Context: an optimization exercise on an open-source flow, tuned for small area, a short achievable clock period and few clock cycles per item. The choices shown serve that exercise and are no tape-out recipe. Function was checked by simulation only, so behaviour that the tests miss may differ from the original.

`design/flow/design.v`:
```
`timescale 1ns / 1ps
`default_nettype none
package pse_pkg;
  localparam int InDataW = 96;
  localparam int OutDataW = 136;
  localparam logic CfgWidth = 1'b0;
  localparam logic CfgColor = 1'b1;
  localparam logic [31:0] WidthReset = 32'h0001_0000;
  localparam logic [31:0] ColorReset = 32'hFFFF_FFFF;
  typedef struct packed {
    logic load_in;      
    logic start_a;      
    logic start_b;      
    logic shift_hist;   
  } pse_cmd_t;
  typedef struct packed {
    logic busy;
    logic done;
    logic nonzero;
    logic same_pt;      
  } pse_sts_t;
endpackage
`default_nettype wire
`timescale 1ns / 1ps
`default_nettype none
module pse_datapath (
  input  wire logic              clk,
  input  wire logic              rst,
  input  wire pse_pkg::pse_cmd_t cmd,
  output pse_pkg::pse_sts_t      sts,
  input  wire logic [31:0]       in_x,
  input  wire logic [31:0]       in_h,
  input  wire logic [31:0]       in_z,
  input  wire logic              first_dir,
  input  wire logic [31:0]       stroke_width,
  output logic signed [32:0]     off_x,
  output logic signed [32:0]     off_z,
  output logic signed [31:0]     base_x,
  output logic signed [31:0]     base_z,
  output logic [31:0]            base_h
);
  localparam logic [2:0] S_IDLE = 3'd0;
  localparam logic [2:0] S_NORM = 3'd1;
  localparam logic [2:0] S_SQRT = 3'd2;
  localparam logic [2:0] S_MULX = 3'd3;
  localparam logic [2:0] S_DIV  = 3'd4;
  localparam logic [2:0] S_DONE = 3'd5;
  logic signed [31:0] cur_x, cur_z, cur_h;
  logic signed [31:0] pend_x, pend_z, pend_h, prior_x, prior_z;
  logic [2:0] st;
  logic [32:0] ax, az;
  logic sx, sz;
  logic [61:0] rad;
  logic [31:0] root;
  logic [4:0] cnt;
  logic [31:0] num;
  logic [32:0] rem;
  logic [31:0] quo, qx;
  logic sel_z;
  logic nz;
  logic signed [32:0] dx, dz;
  always_comb begin
    if (cmd.start_b) begin
      dx = 33'(cur_x) - 33'(pend_x);
      dz = 33'(cur_z) - 33'(pend_z);
    end else if (first_dir) begin
      dx = 33'(cur_x) - 33'(pend_x);
      dz = 33'(cur_z) - 33'(pend_z);
    end else begin
      dx = 33'(cur_x) - 33'(prior_x);
      dz = 33'(cur_z) - 33'(prior_z);
    end
  end
  logic [32:0] mx;
  assign mx = (ax > az) ? ax : az;
  logic [33:0] trial;
  logic [33:0] rem_sq;
  logic [33:0] rem_sq_sh;
  assign rem_sq_sh = {rem_sq[31:0], rad[61:60]};
  assign trial = {root, 2'b01};
  logic [33:0] dshift;
  logic [33:0] dden;
  assign dshift = {rem, num[31]};
  assign dden = {1'b0, root, 1'b0};
  logic [29:0] mul_a;
  logic [31:0] len_add;
  logic [63:0] num_load;
  assign mul_a = (st == S_DIV) ? az[29:0] : ax[29:0];
  assign len_add = (st == S_DIV) ? root : {root[30:0], rem_sq_sh >= trial};
  assign num_load = 64'(mul_a * stroke_width) + 64'(len_add);
  always_ff @(posedge clk) begin
    if (rst) begin
      st <= S_IDLE;
    end else begin
      unique case (st)
        S_IDLE: if (cmd.start_a || cmd.start_b) begin
          ax <= dx[32] ? 33'(-dx) : 33'(dx);
          az <= dz[32] ? 33'(-dz) : 33'(dz);
          sx <= dx[32];
          sz <= dz[32];
          nz <= (dx != 0) || (dz != 0);
          st <= ((dx != 0) || (dz != 0)) ? S_NORM : S_DONE;
        end
        S_NORM: begin
          if (mx >= 33'h4000_0000) begin
            ax <= ax >> 1;
            az <= az >> 1;
          end else if (mx < 33'h2000_0000) begin
            ax <= ax << 1;
            az <= az << 1;
          end else begin
            st <= S_MULX;
            cnt <= 5'd0;
          end
        end
        S_MULX: begin
          if (cnt == 5'd0) begin
            rad <= 62'(ax[29:0] * ax[29:0]);
            cnt <= 5'd1;
          end else begin
            rad <= rad + 62'(az[29:0] * az[29:0]);
            root <= '0;
            rem_sq <= '0;
            cnt <= 5'd30;
            st <= S_SQRT;
          end
        end
        S_SQRT: begin
          if (rem_sq_sh >= trial) begin
            rem_sq <= rem_sq_sh - trial;
            root <= {root[30:0], 1'b1};
          end else begin
            rem_sq <= rem_sq_sh;
            root <= {root[30:0], 1'b0};
          end
          rad <= {rad[59:0], 2'b00};
          if (cnt == 5'd0) begin
            sel_z <= 1'b0;
            st <= S_DIV;
            cnt <= 5'd31;
            rem <= 33'(num_load[63:32]);
            num <= num_load[31:0];
          end else begin
            cnt <= cnt - 5'd1;
          end
        end
        S_DIV: begin
          if (dshift >= dden) begin
            rem <= 33'(dshift - dden);
            quo <= {quo[30:0], 1'b1};
          end else begin
            rem <= dshift[32:0];
            quo <= {quo[30:0], 1'b0};
          end
          num <= {num[30:0], 1'b0};
          if (cnt == 5'd0) begin
            cnt <= 5'd31;
            if (!sel_z) begin
              sel_z <= 1'b1;
              qx <= (dshift >= dden) ? {quo[30:0], 1'b1} : {quo[30:0], 1'b0};
              rem <= 33'(num_load[63:32]);
              num <= num_load[31:0];
            end else begin
              st <= S_DONE;
            end
          end else begin
            cnt <= cnt - 5'd1;
          end
        end
        S_DONE: st <= S_IDLE;
        default: st <= S_IDLE;
      endcase
    end
  end
  logic [31:0] qz;
  assign qz = quo;
  always_comb begin
    off_x = sz ? $signed({1'b0, qz}) : -$signed({1'b0, qz});
    off_z = sx ? -$signed({1'b0, qx}) : $signed({1'b0, qx});
  end
  always_ff @(posedge clk) begin
    if (cmd.load_in) begin
      cur_x <= in_x;
      cur_z <= in_z;
      cur_h <= in_h;
    end
    if (cmd.start_a) begin
      base_x <= pend_x;
      base_z <= pend_z;
      base_h <= pend_h;
    end
    if (cmd.start_b) begin
      base_x <= cur_x;
      base_z <= cur_z;
      base_h <= cur_h;
    end
    if (cmd.shift_hist) begin
      prior_x <= pend_x;
      prior_z <= pend_z;
      pend_x <= cur_x;
      pend_z <= cur_z;
      pend_h <= cur_h;
    end
  end
  assign sts.busy = (st != S_IDLE);
  assign sts.done = (st == S_DONE);
  assign sts.nonzero = nz;
  assign sts.same_pt = (cur_x == pend_x) && (cur_z == pend_z);
endmodule
`default_nettype wire
`timescale 1ns / 1ps
`default_nettype none
module pse_ctrl (
  input  wire logic              clk,
  input  wire logic              rst,
  input  wire logic              in_valid,
  output logic                   in_ready,
  input  wire logic              in_last,
  output pse_pkg::pse_cmd_t      cmd,
  input  wire pse_pkg::pse_sts_t sts,
  output logic                   first_dir,
  output logic                   out_valid,
  input  wire logic              out_ready,
  output logic                   out_side,
  output logic                   out_last
);
  localparam logic [2:0] C_IDLE = 3'd0;
  localparam logic [2:0] C_RUNA = 3'd1;
  localparam logic [2:0] C_EMTA = 3'd2;
  localparam logic [2:0] C_RUNB = 3'd3;
  localparam logic [2:0] C_EMTB = 3'd4;
  localparam logic [2:0] C_WAIT = 3'd5;
  localparam logic [2:0] C_HOLD = 3'd6;
  logic [2:0] state;
  logic [1:0] seen;
  logic last_q, side, kick;
  assign in_ready = (state == C_IDLE);
  assign first_dir = (seen == 2'd1);
  assign out_valid = (state == C_EMTA) || (state == C_EMTB);
  assign out_side = side;
  assign out_last = side && ((state == C_EMTB) || !last_q || sts.same_pt);
  always_comb begin
    cmd = '0;
    cmd.load_in = in_valid && in_ready;
    cmd.start_a = (state == C_WAIT) && !kick;
    cmd.start_b = (state == C_WAIT) && kick;
    cmd.shift_hist = (state == C_HOLD)
                  || ((state == C_RUNA) && sts.done && !sts.nonzero && !last_q)
                  || ((state == C_EMTA) && out_ready && side && !last_q);
  end
  always_ff @(posedge clk) begin
    if (rst) begin
      state <= C_IDLE;
      seen <= 2'd0;
      side <= 1'b0;
      last_q <= 1'b0;
      kick <= 1'b0;
    end else begin
      unique case (state)
        C_IDLE: if (in_valid) begin
          last_q <= in_last;
          if (seen == 2'd0) begin
            if (!in_last) begin
              seen <= 2'd1;
              state <= C_HOLD;
            end
          end else begin
            kick <= 1'b0;
            state <= C_WAIT;
          end
        end
        C_HOLD: state <= C_IDLE;
        C_WAIT: state <= kick ? C_RUNB : C_RUNA;
        C_RUNA: if (sts.done) begin
          side <= 1'b0;
          state <= sts.nonzero ? C_EMTA : (last_q ? C_WAIT : C_IDLE);
          kick <= last_q;
          if (!sts.nonzero && !last_q) seen <= 2'd2;
        end
        C_EMTA: if (out_ready) begin
          side <= ~side;
          if (side) begin
            kick <= last_q;
            state <= last_q ? C_WAIT : C_IDLE;
            if (!last_q) seen <= 2'd2;
          end
        end
        C_RUNB: if (sts.done) begin
          side <= 1'b0;
          state <= sts.nonzero ? C_EMTB : C_IDLE;
          if (!sts.nonzero) seen <= 2'd0;
        end
        C_EMTB: if (out_ready) begin
          side <= ~side;
          if (side) begin
            state <= C_IDLE;
            seen <= 2'd0;
          end
        end
        default: state <= C_IDLE;
      endcase
    end
  end
endmodule
`default_nettype wire
`timescale 1ns / 1ps
`default_nettype none
module polyline_stroke_extrude_unit (
  input  wire logic                           clk,
  input  wire logic                           rst,
  input  wire logic                           s_axis_tvalid,
  output logic                                s_axis_tready,
  input  wire logic [pse_pkg::InDataW-1:0]    s_axis_tdata,
  input  wire logic                           s_axis_tlast,
  output logic                                m_axis_tvalid,
  input  wire logic                           m_axis_tready,
  output logic [pse_pkg::OutDataW-1:0]        m_axis_tdata,
  output logic                                m_axis_tlast,
  input  wire logic                           cfg_we,
  input  wire logic                           cfg_index,
  input  wire logic [31:0]                    cfg_data
);
  pse_pkg::pse_cmd_t cmd;
  pse_pkg::pse_sts_t sts;
  logic first_dir, side;
  logic [31:0] stroke_width, stroke_color, base_h;
  logic signed [31:0] base_x, base_z;
  logic signed [32:0] off_x, off_z;
  always_ff @(posedge clk) begin
    if (rst) begin
      stroke_width <= pse_pkg::WidthReset;
      stroke_color <= pse_pkg::ColorReset;
    end else if (cfg_we) begin
      if (cfg_index == pse_pkg::CfgWidth) stroke_width <= cfg_data;
      else stroke_color <= cfg_data;
    end
  end
  pse_ctrl u_ctrl (
    .clk, .rst,
    .in_valid(s_axis_tvalid), .in_ready(s_axis_tready), .in_last(s_axis_tlast),
    .cmd, .sts, .first_dir,
    .out_valid(m_axis_tvalid), .out_ready(m_axis_tready),
    .out_side(side), .out_last(m_axis_tlast)
  );
  pse_datapath u_dp (
    .clk, .rst, .cmd, .sts,
    .in_x(s_axis_tdata[31:0]), .in_h(s_axis_tdata[63:32]),
    .in_z(s_axis_tdata[95:64]),
    .first_dir, .stroke_width,
    .off_x, .off_z, .base_x, .base_z, .base_h
  );
  logic signed [32:0] vx, vz;
  logic [31:0] sx, sz;
  assign vx = side ? 33'(base_x) - off_x : 33'(base_x) + off_x;
  assign vz = side ? 33'(base_z) - off_z : 33'(base_z) + off_z;
  assign sx = (vx[32] != vx[31]) ? {vx[32], {31{~vx[32]}}} : vx[31:0];
  assign sz = (vz[32] != vz[31]) ? {vz[32], {31{~vz[32]}}} : vz[31:0];
  assign m_axis_tdata = {7'd0, stroke_color, side, sz, base_h, sx};
endmodule
`default_nettype wire
```
`design/flow/run.sh`:
```
#!/bin/bash
# synth_recipe.tcl (not shown) runs the flow's synth.tcl, then flattens the netlist and writes it again
# the make line also repeats each setting of config.mk as NAME=value (left out here)
make -C /OpenROAD-flow-scripts/flow DESIGN_CONFIG=/design/flow/config.mk WORK_HOME=/design/flow/orfs CLKGATE_MAP_FILE= SYNTH_SCRIPT=/design/flow/synth_recipe.tcl finish
```
`design/flow/config.mk`:
```
export PLATFORM = sky130hd
export DESIGN_NAME = polyline_stroke_extrude_unit
export DESIGN_NICKNAME = polyline_stroke_extrude_unit
export VERILOG_FILES = /design/flow/design.v
export SDC_FILE = /design/flow/constraint.sdc
export NUM_CORES = 4
export LEC_CHECK = 0
export CAP_MARGIN = 20
export CORE_MARGIN = 2
export CORE_UTILIZATION = 40
export SLEW_MARGIN = 20
```
`design/flow/constraint.sdc`:
```
create_clock -name core_clock -period 11.0 [get_ports {clk}]
set_input_delay 2.2000 -clock core_clock [delete_from_list [all_inputs] [get_ports {clk}]]
set_output_delay 2.2000 -clock core_clock [all_outputs]
set_load 0.01 [all_outputs]
```
==> reports/summary.txt <==
status - finished clean
Crit path required time - 8800 ps
Worst Tran Pin Value - 1160 ps
reg2reg setup slack - 430 ps
top achievable clock speed - 93.8 MHz
Residual DRC - 0
Die Height - 589 um
asr flop ratio synth - 0%
WL final - 418 mm
most frequent cell after synthesis - inv_1
HP Start - u_dp.cur_h[16]
clock sink count - 757
R2R depth - 34
Synth Area per Inst - 9.12 sq um
dpl cells - 19500
Setup crit start kind - flop
post-synthesis compound-gate area fraction - 10.7%
total gr overflow - 0
Seq/Total Area, Yosys - 16.1%
Setup-failing EPs final - 0
post-route cell area - 149000 sq um
Yosys cell types - 106
FF-to-FF End - u_dp.rem[27]
drt wl/cell - 21.2 um
GRT Resource Usage Total - 24.1%
Final HPWL DP - 341 mm
TritonRoute pass-1 iters - 6
H-tree level count - 3
Critical R2R Launch - u_dp.st[0]
Fin Clk Skew - 43.5 ps
Synth Area in XOR/XNOR - 4.40%
Layout fillers - 33400
top cells by count, synth - inv_1, fa_1, nand2_1
WS Path Type - flop to primary output
delay-heaviest family, CP - simple AND/OR/NAND/NOR gates
simple logic cell fraction of the synthesized area - 14.0%
clock root buffer - clkbuf_16
initial antenna violation count - 31
area used by multi-input combinational logic - 102000 sq um
#FFs+latches synth - 757
Detail Route Antenna Nets - 0
Layout area overhead - 9.21%
placed inst area - 146000 sq um
Via density - 5.28
io pins - 274
CTS tree - built
Clock Path Buffers - 3
CP max stage delay - 720 ps
clock latency on the worst-skew pair - 760 ps
chip width - 589 um
number of enable flip-flop cells after synthesis - 682
Post-Synth Adder-Cell Area - 43.4%
largest net degree at the start of global routing - 108
Fin. Hold Viols - 0
# rows - 214
Yosys top cell by area - fa_1
period utilization - 96.9%
clock-pin slew on the worst setup and hold paths - 60 ps
Hold Path Class - flop to flop
core area - 340000 sq um
Synth Cell Area - 137000 sq um
first-pass GRT wire length - 643 mm
hold depth - 0
TritonCTS Buffers - 98
worst endpoint data arrival time - 8460 ps
RD Place Congestion - 0.992
die area - 347000 sq um
Final min period - 10660 ps
CP endpoint kind - primary output
top cell type's share of synthesized area - 32.7%
vias in the first global route - 106000
register area - 22000 sq um
Final Max Tran Viols - 0
Max-cap violations - 0
1st-iter DRT viols - 7275
proportion of layout cells with a drive suffix above 1 - 5.58%
crit path launch - u_dp.qx[0]
Worst Path Max Fanout - 18
CP max-delay cell - or4b_2
ranking of synthesized cells by area - fa_1, edfxtp_1, ha_1
largest family of logic cells by synthesized area - adder cells
Synth Flop Type - edfxtp_1
cell count after synthesis - 15000
WHS Endpoint - u_dp.pend_h[16]
Finished Layout Cells - 19700
normalized max-slew margin - 23.0%
Port Buffers - 266
mux contribution to synthesized area - 1.52%
total number of vias - 104000
Syn. warnings - 3
Final #Nets - 18600
Starting Density - 40.2%
worst path bufs/invs - 3
[layer usage]
layer  global-route usage, %  vias to the layer above  part of all wire [%]
li1                        -                    48100                     -
met1                    32.5                    52400                    43
met2                    40.1                     2872                    47
met3                    2.31                      555                   5.3
met4                    8.97                        4                   4.3
met5                       0                        -                0.0072
[stage by stage]
stage          setup TNS [ps]  utilization, %  worst slack (ps)  hold slack, ps
2_1_floorplan               0               -               548             422
3_3_place_gp                0            42.8              67.3             423
3_5_place_dp                0            42.8              22.6             431
4_1_cts                     0            43.8              28.8             443
5_1_grt                 -12.7            44.0             -7.62             451
6_report                    0            44.0               338             440
[logic make-up after synthesis]
kind of cell | after synthesis
and+or+nand+nor | 4032
buffers and inverters | 3582
adders and majority gates | 3404
AOI/OAI and AO/OA | 2350
DFF | 757
xor gates and xnor gates | 686
muxes | 195
other | 1
[layout make-up]
type / count / area share, %
antenna: 16 / 0.0268
clock buffer: 107 / 1.66
clock inverter: 73 / 0.529
inverter: 2894 / 7.28
multi-input combinational: 10700 / 68.2
sequential: 757 / 14.7
tap: 4536 / 3.80
timing repair buffer: 626 / 3.75
timing repair inverter: 1 / 0.00502
[cells in the final DEF, fill, tap and decap left out, drive strengths merged, types with 80 or more instances in the layout]
cell type      synthesis  layout
inv                 2879    2893
fa                  2236    2236
nand2               1490    1490
ha                  1150    1150
nor2                 884     884
a21oi                767     767
edfxtp               682     682
and2                 628     628
o21ai                556     557
xnor2                431     431
buf                   84     361
a21o                 272     272
clkdlybuf4s50          0     265
xor2                 255     255
nor2b                223     223
nand3                148     148
nor3                 123     123
nand4                107     107
and3                 107     107
clkbuf               604     107
mux2                 106     106
a31oi                 97      97
a211oi                90      90
mux2i                 89      89
nand2b                84      84
o21a                  80      80
[how the worst max path moves through the flow]
stage	to	slack, ps	cells after the start
detailed placement	u_dp.rad[56]	20	39
floorplan	u_dp.rem_sq[0]	550	3
finish	m_axis_tdata[83]	340	26
CTS	m_axis_tdata[94]	30	26
global route	u_dp.rem[27]	-8	35
global placement	u_dp.rad[56]	70	39
[flip-flops by register name, summed over array words and instances, names as in the netlist, 33 cells and up]
name      count
u_dp.ax      33
u_dp.az      33
u_dp.rem     33
u_dp.rad     62
[worst register-to-register path, delay by kind of cell, from the launching register on]
family                     cells  cell delay, ps
xor gates and xnor gates       2             380
and+or+nand+nor                6            1610
AOI/OAI and AO/OA              8            2230
DFF                            1             320
adders and majority gates      9            4280
muxes                          1             300
buffers and inverters          8            1180
[timing repair]
action	CTS	global route
pin swaps	0	10
hold buffers	0	0
setup buffers	2	18
gates resized for setup	0	84
endpoints found under the setup margin	1	59
gates cloned	0	2
Testbench counts, summed over its fixed seeds: cycles 225,494, points 1,920.

-- re-timing with driven ports --
The results above use ideal ports. As a check the final layout listed here was re-extracted and re-timed, cells and wires unchanged.
Step 1 (the two cells are an assumption about what drives the block):
set clk [get_ports {clk}]
set_driving_cell -lib_cell sky130_fd_sc_hd__clkbuf_16 $clk
set_driving_cell -lib_cell sky130_fd_sc_hd__buf_2 [delete_from_list [all_inputs] $clk]
Step 2 also shifts input and output timing later by t, the mid clock arrival at the registers, as if the neighbouring blocks saw the same clock.
Slacks: ideal / step 1 / step 2; pairs: ideal / step 1.
shift t [ns]: 0.844
setup WS [ns]: 0.338 / 0.234 / 0.433
worst data-port slew with drivers (ns): 0.19
After both steps this run still meets setup and hold. The setup slack of this run moves by -0.104 ns with the drivers and by +0.095 ns with both steps.
